This is an optimization exercise on Yosys and OpenROAD, whose aim is small area and a short achievable clock period, not a production implementation.
Function was checked by simulation only, so behaviour that the tests miss may differ from the original.

== v26 ==
## iir_biquad_filter
module iir_biquad_filter #(
  parameter int unsigned NB   = 10,
  parameter int unsigned NC   = 10,
  parameter int unsigned FRAC = 9
) (
  input  logic                 CLK,
  input  logic                 RST,
  input  logic signed [NB-1:0] DIN,
  input  logic                 VIN,
  input  logic                 COEF_WE,
  input  logic [2:0]           COEF_ADDR,
  input  logic signed [NC-1:0] COEF_DATA,
  input  logic                 COEF_COMMIT,
  input  logic                 FLUSH,
  input  logic                 BYPASS,
  input  logic                 CLR_SAT,
  output logic signed [NB-1:0] DOUT,
  output logic                 VOUT,
  output logic                 SAT
);
  localparam int unsigned NCOEF = 5;
  logic [NC-1:0] shd_q [NCOEF];
  logic [NC-1:0] act_q [NCOEF];
  logic [NC-1:0] act_d [NCOEF];
  logic [NB-1:0] x1_q, x2_q, y1_q, y2_q;
  logic [NB-1:0] x1_d, x2_d, y1_d, y2_d;
  logic [NB-1:0] dout_q;
  logic          vout_q, sat_q;
  logic [21:0]   pre_a_q, pre_b_q;
  logic [21:0]   pre_a_d, pre_b_d;
  logic [21:0]   acc_c;
  logic [NB-1:0] y_c;
  logic          clip_c;
  logic          filt_c;
  always_comb begin
    for (int i = 0; i < NCOEF; i++) act_d[i] = COEF_COMMIT ? shd_q[i] : act_q[i];
    x1_d = x1_q;
    x2_d = x2_q;
    y1_d = y1_q;
    y2_d = y2_q;
    if (filt_c) begin
      x2_d = x1_q;
      x1_d = DIN;
      y2_d = y1_q;
      y1_d = y_c;
    end
    if (FLUSH) begin
      x1_d = '0;
      x2_d = '0;
      y1_d = '0;
      y2_d = '0;
    end
  end
  wire pb1_one0, pb1_two0, pb1_neg0;
  assign pb1_one0 = act_d[1][0] ^ 1'b0;
  assign pb1_two0 = (act_d[1][1] & ~act_d[1][0] & ~1'b0) | (~act_d[1][1] & act_d[1][0] & 1'b0);
  assign pb1_neg0 = act_d[1][1] & ~(act_d[1][0] & 1'b0);
  wire [10:0] pb1_r0;
  assign pb1_r0[0] = (pb1_one0 & x1_d[0]) ^ pb1_neg0;
  ...
export LEC_CHECK = 0
export ABC_AREA = 0
export CAP_MARGIN = 20
export CORE_MARGIN = 2
export CORE_UTILIZATION = 40
export SETUP_SLACK_MARGIN = 4.5
export SLEW_MARGIN = 20
export SYNTH_HIERARCHICAL = 1
export SYNTH_MINIMUM_KEEP_SIZE = 0
create_clock -name core_clock -period 11.0 [get_ports {CLK}]
run.sh (not shown) runs the stock make flow with config.mk's settings and CLKGATE_MAP_FILE= SYNTH_SCRIPT=/design/flow/synth_recipe.tcl, a recipe that flattens the netlist after the stock synthesis.
The inputs of v52 differ from those of v26 as listed below.
Settings: a change of ABC_AREA from 0 to 1; a change of SETUP_SLACK_MARGIN from 4.5 to 5.
--- outcome ---
- Measured against v26, the global-route wire length before repair of v52 comes out at 1.11 times the reference value.
- From v26 to v52 the numbers moved as follows: sequential area share after synthesis lower, non-filler instance count after layout higher.
- Compared with v26, v52 shows x dimension of the die that has gone up slightly.
- Taking v52 over v26, the count of vias placed by the detailed router ratio works out to 1.15.
- Taking v26 as the reference, in v52 upper clock frequency limit went up 9.8%, sequential share of cell area fell by 2.4 points.
- Tap cell instance count, v52 and v26: higher on v52
## Diff of input files: v13 against v52
Settings: changing SETUP_SLACK_MARGIN from 5 to 4.5.
==> flow/flow/run.sh (new file) <==
#!/bin/bash
# Layout flow: the standard flow (standard.sh) with two changes: the
# ports are buffered with a plain buffer cell, and timing repair only resizes
# and swaps cells (no buffer insertion or gate cloning). Each step's full
# output goes to a log file of its own in the work folder.
set -euo pipefail
bash standard.sh synth > synth.log 2>&1
bash standard.sh "BUFFER_PORTS_ARGS=-buffer_cell sky130_fd_sc_hd__buf_2" \
  "SETUP_MOVE_SEQUENCE=unbuffer,sizeup,swap" finish > layout.log 2>&1
==> flow/standard.sh (new file) <==
#!/bin/bash
# synth_recipe.tcl (not shown) runs the flow's synth.tcl, then flattens the netlist and writes it again
# the make line also repeats each setting of config.mk as NAME=value (left out here)
make -C /OpenROAD-flow-scripts/flow DESIGN_CONFIG=/design/flow/config.mk WORK_HOME=/design/flow/orfs CLKGATE_MAP_FILE= SYNTH_SCRIPT=/design/flow/synth_recipe.tcl "${@:-finish}"
removed: flow/run.sh
Notes after the runs:
v13 vs v52 on via count of the first global-routing pass: v13 is the lower one.
v13 against v52: net count of the finished layout has decreased, footprint of the multi-input gates has decreased.
v13 ended up with COEF_COMMIT as its start point of the critical path; v52 ended up with DIN[7].
In the tables for v13 and v52, met1 global-route usage reads lower with v13.
Input-level comparison between v58 and v13:
Settings: putting CTS_CLUSTER_SIZE at 40 where nothing was set.
--- outcome ---
Maximum clock frequency across v58 and v13: no real change.
On share of the clock period used by the worst path after layout, v58 and v13 are basically level.
v13 -> v58: arithmetic-cell share of the synthesized area counting full adders, half adders and majority gates delta 0, exact match
v58 vs. v13: number of pins exceeding their max-slew limit in the final report level, post-synthesis compound-gate area fraction ~0 delta, setup slack shows no meaningful change.
As far as area of all sequential standard cells goes, v13 and v58 are indistinguishable; the numbers are identical.
On gate count of the mapped netlist, v58 tracks v13 almost exactly.

========
iir_biquad_filter, a different RTL version from the one above (not shown whole).
Size in the first run: about 2100 cells after synthesis, roughly 200 flip-flops, ~43 I/O pins, about 0.019 mm² of cells after synthesis.
Settings: LEC_CHECK=0, ABC_AREA=1, CAP_MARGIN=20, CORE_MARGIN=2, CORE_UTILIZATION=40, PLACE_DENSITY=0.75, SETUP_SLACK_MARGIN=4.5, SLEW_MARGIN=20, SYNTH_HIERARCHICAL=1, SYNTH_MINIMUM_KEEP_SIZE=0; clock period 11.0 ns.
standard.sh (not shown) runs the stock make flow with config.mk's settings and CLKGATE_MAP_FILE= SYNTH_SCRIPT=/design/flow/synth_recipe.tcl, a recipe that flattens the netlist after the stock synthesis.
==> flow/flow/run.sh <==
#!/bin/bash
# Layout flow: the standard flow (standard.sh) with two changes: the
# ports are buffered with a plain buffer cell, and timing repair only resizes
# and swaps cells and inserts buffers, but does not clone gates. Each step's full
# output goes to a log file of its own in the work folder.
set -euo pipefail
bash standard.sh synth > synth.log 2>&1
bash standard.sh "BUFFER_PORTS_ARGS=-buffer_cell sky130_fd_sc_hd__buf_2" \
  "SETUP_MOVE_SEQUENCE=unbuffer,sizeup,swap,buffer" finish > layout.log 2>&1
The starting point finished clean.
Next try:
==> flow/flow/run.sh (replaced) <==
#!/bin/bash
# Layout flow: the standard flow (standard.sh) with two changes: the
# ports are buffered with a plain buffer cell, and timing repair only resizes
# and swaps cells (no buffer insertion or gate cloning). Each step's full
# output goes to a log file of its own in the work folder.
set -euo pipefail
bash standard.sh synth > synth.log 2>&1
bash standard.sh "BUFFER_PORTS_ARGS=-buffer_cell sky130_fd_sc_hd__buf_2" \
  "SETUP_MOVE_SEQUENCE=unbuffer,sizeup,swap" finish > layout.log 2>&1
- PLACE_DENSITY: 0.75 -> 0.85
After rerunning: Via count is lower by 1.0%; synthesized area stays the same; design area fell by 0.87%; die area does not change; wire length is lower by 4.1%; synthesized cell count does not change; register-to-register slack got worse by 0.24 ns; setup slack degrades by 0.25 ns.
Next try:
==> flow/flow/run.sh (replaced) <==
#!/bin/bash
# Layout flow: the standard flow (standard.sh) with two changes: the
# ports are buffered with a plain buffer cell, and timing repair only resizes
# and swaps cells and inserts buffers, but does not clone gates. Each step's full
# output goes to a log file of its own in the work folder.
set -euo pipefail
bash standard.sh synth > synth.log 2>&1
bash standard.sh "BUFFER_PORTS_ARGS=-buffer_cell sky130_fd_sc_hd__buf_2" \
  "SETUP_MOVE_SEQUENCE=unbuffer,sizeup,swap,buffer" finish > layout.log 2>&1
- PLACE_DENSITY: 0.85 -> unset
- SETUP_SLACK_MARGIN: 4.5 -> 5
Outcome: The new run finished clean; worst hold slack degrades by 0.0088 ns; clock skew came out higher by 0.019 ns; routed wire length rose by 6.1%; first-iteration DRC count goes down by 29%; setup slack is better by 0.41 ns; core utilization climbs by 3.2 points; cell area went up by 6.7%; via count went down by 0.31%; synthesized cell count is unchanged.
Next try:
==> flow/flow/run.sh (replaced) <==
#!/bin/bash
# Layout flow: the standard flow (standard.sh) with two changes: the
# ports are buffered with a plain buffer cell, and timing repair only resizes
# and swaps cells (no buffer insertion or gate cloning). Each step's full
# output goes to a log file of its own in the work folder.
set -euo pipefail
bash standard.sh synth > synth.log 2>&1
bash standard.sh "BUFFER_PORTS_ARGS=-buffer_cell sky130_fd_sc_hd__buf_2" \
  "SETUP_MOVE_SEQUENCE=unbuffer,sizeup,swap" finish > layout.log 2>&1
- CORE_UTILIZATION: 40 -> 50
- SETUP_SLACK_MARGIN: 5 -> 4.5
The new run produced a clean layout.
Routed wire length goes down by 6.6%.
Setup slack got worse by 0.35 ns.
Flip-flop and latch count is unchanged.
Next try:
==> flow/flow/run.sh (replaced) <==
#!/bin/bash
# Layout flow: the standard flow (standard.sh) with two changes: the
# ports are buffered with a plain buffer cell, and timing repair only resizes
# and swaps cells and inserts buffers, but does not clone gates. Each step's full
# output goes to a log file of its own in the work folder.
set -euo pipefail
bash standard.sh synth > synth.log 2>&1
bash standard.sh "BUFFER_PORTS_ARGS=-buffer_cell sky130_fd_sc_hd__buf_2" \
  "SETUP_MOVE_SEQUENCE=unbuffer,sizeup,swap,buffer" finish > layout.log 2>&1
- CORE_UTILIZATION: 50 -> 40
=>
- maximum frequency increases by 3.6%
- routed wire length increases by 3.3%
- global-route usage decreases by 5.3 points
- final cell count increases by 6.1%
- utilization decreases by 8.8 points

separate check: timing with driven ports:
Ports are ideal in the flow. The routed layouts listed here were re-timed in OpenROAD. Step 1 (the two cells are an assumption about what drives the block):
set clk [get_ports {CLK}]
set_driving_cell -lib_cell sky130_fd_sc_hd__clkbuf_16 $clk
set_driving_cell -lib_cell sky130_fd_sc_hd__buf_2 [delete_from_list [all_inputs] $clk]
Step 2 also shifts input and output timing later by t, the mid clock arrival at the registers, as if the neighbouring blocks saw the same clock. Slacks: ideal / step 1 / step 2; pairs: ideal / step 1.
| run | t, ns | setup slack, ns | cell pins on the clock port's net |
|---|---|---|---|
| v26 | 0.519 | 4.135 / 4.145 / 3.626 | 1 |
| v52 | 0.518 | 4.746 / 4.735 / 4.217 | 1 |
| v13 | 0.516 | 4.246 / 4.243 / 3.727 | 1 |
| v58 | 0.516 | 4.246 / 4.243 / 3.727 | 1 |
| the first run of note 2 | 0.593 | 4.484 / 4.503 / 3.910 | 1 |
| the second run of note 2 | 0.577 | 4.238 / 4.249 / 3.671 | 1 |
| the third run of note 2 | 0.604 | 4.651 / 4.649 / 4.045 | 1 |
| the fourth run of note 2 | 0.589 | 4.300 / 4.313 / 3.724 | 1 |
| the fifth run of note 2 | 0.595 | 4.532 / 4.563 / 3.969 | 1 |
After both steps every run listed still meets setup and hold. The setup slack of the third run of note 2, which loses most, moves by -0.002 ns with the drivers and by -0.606 ns with both steps.
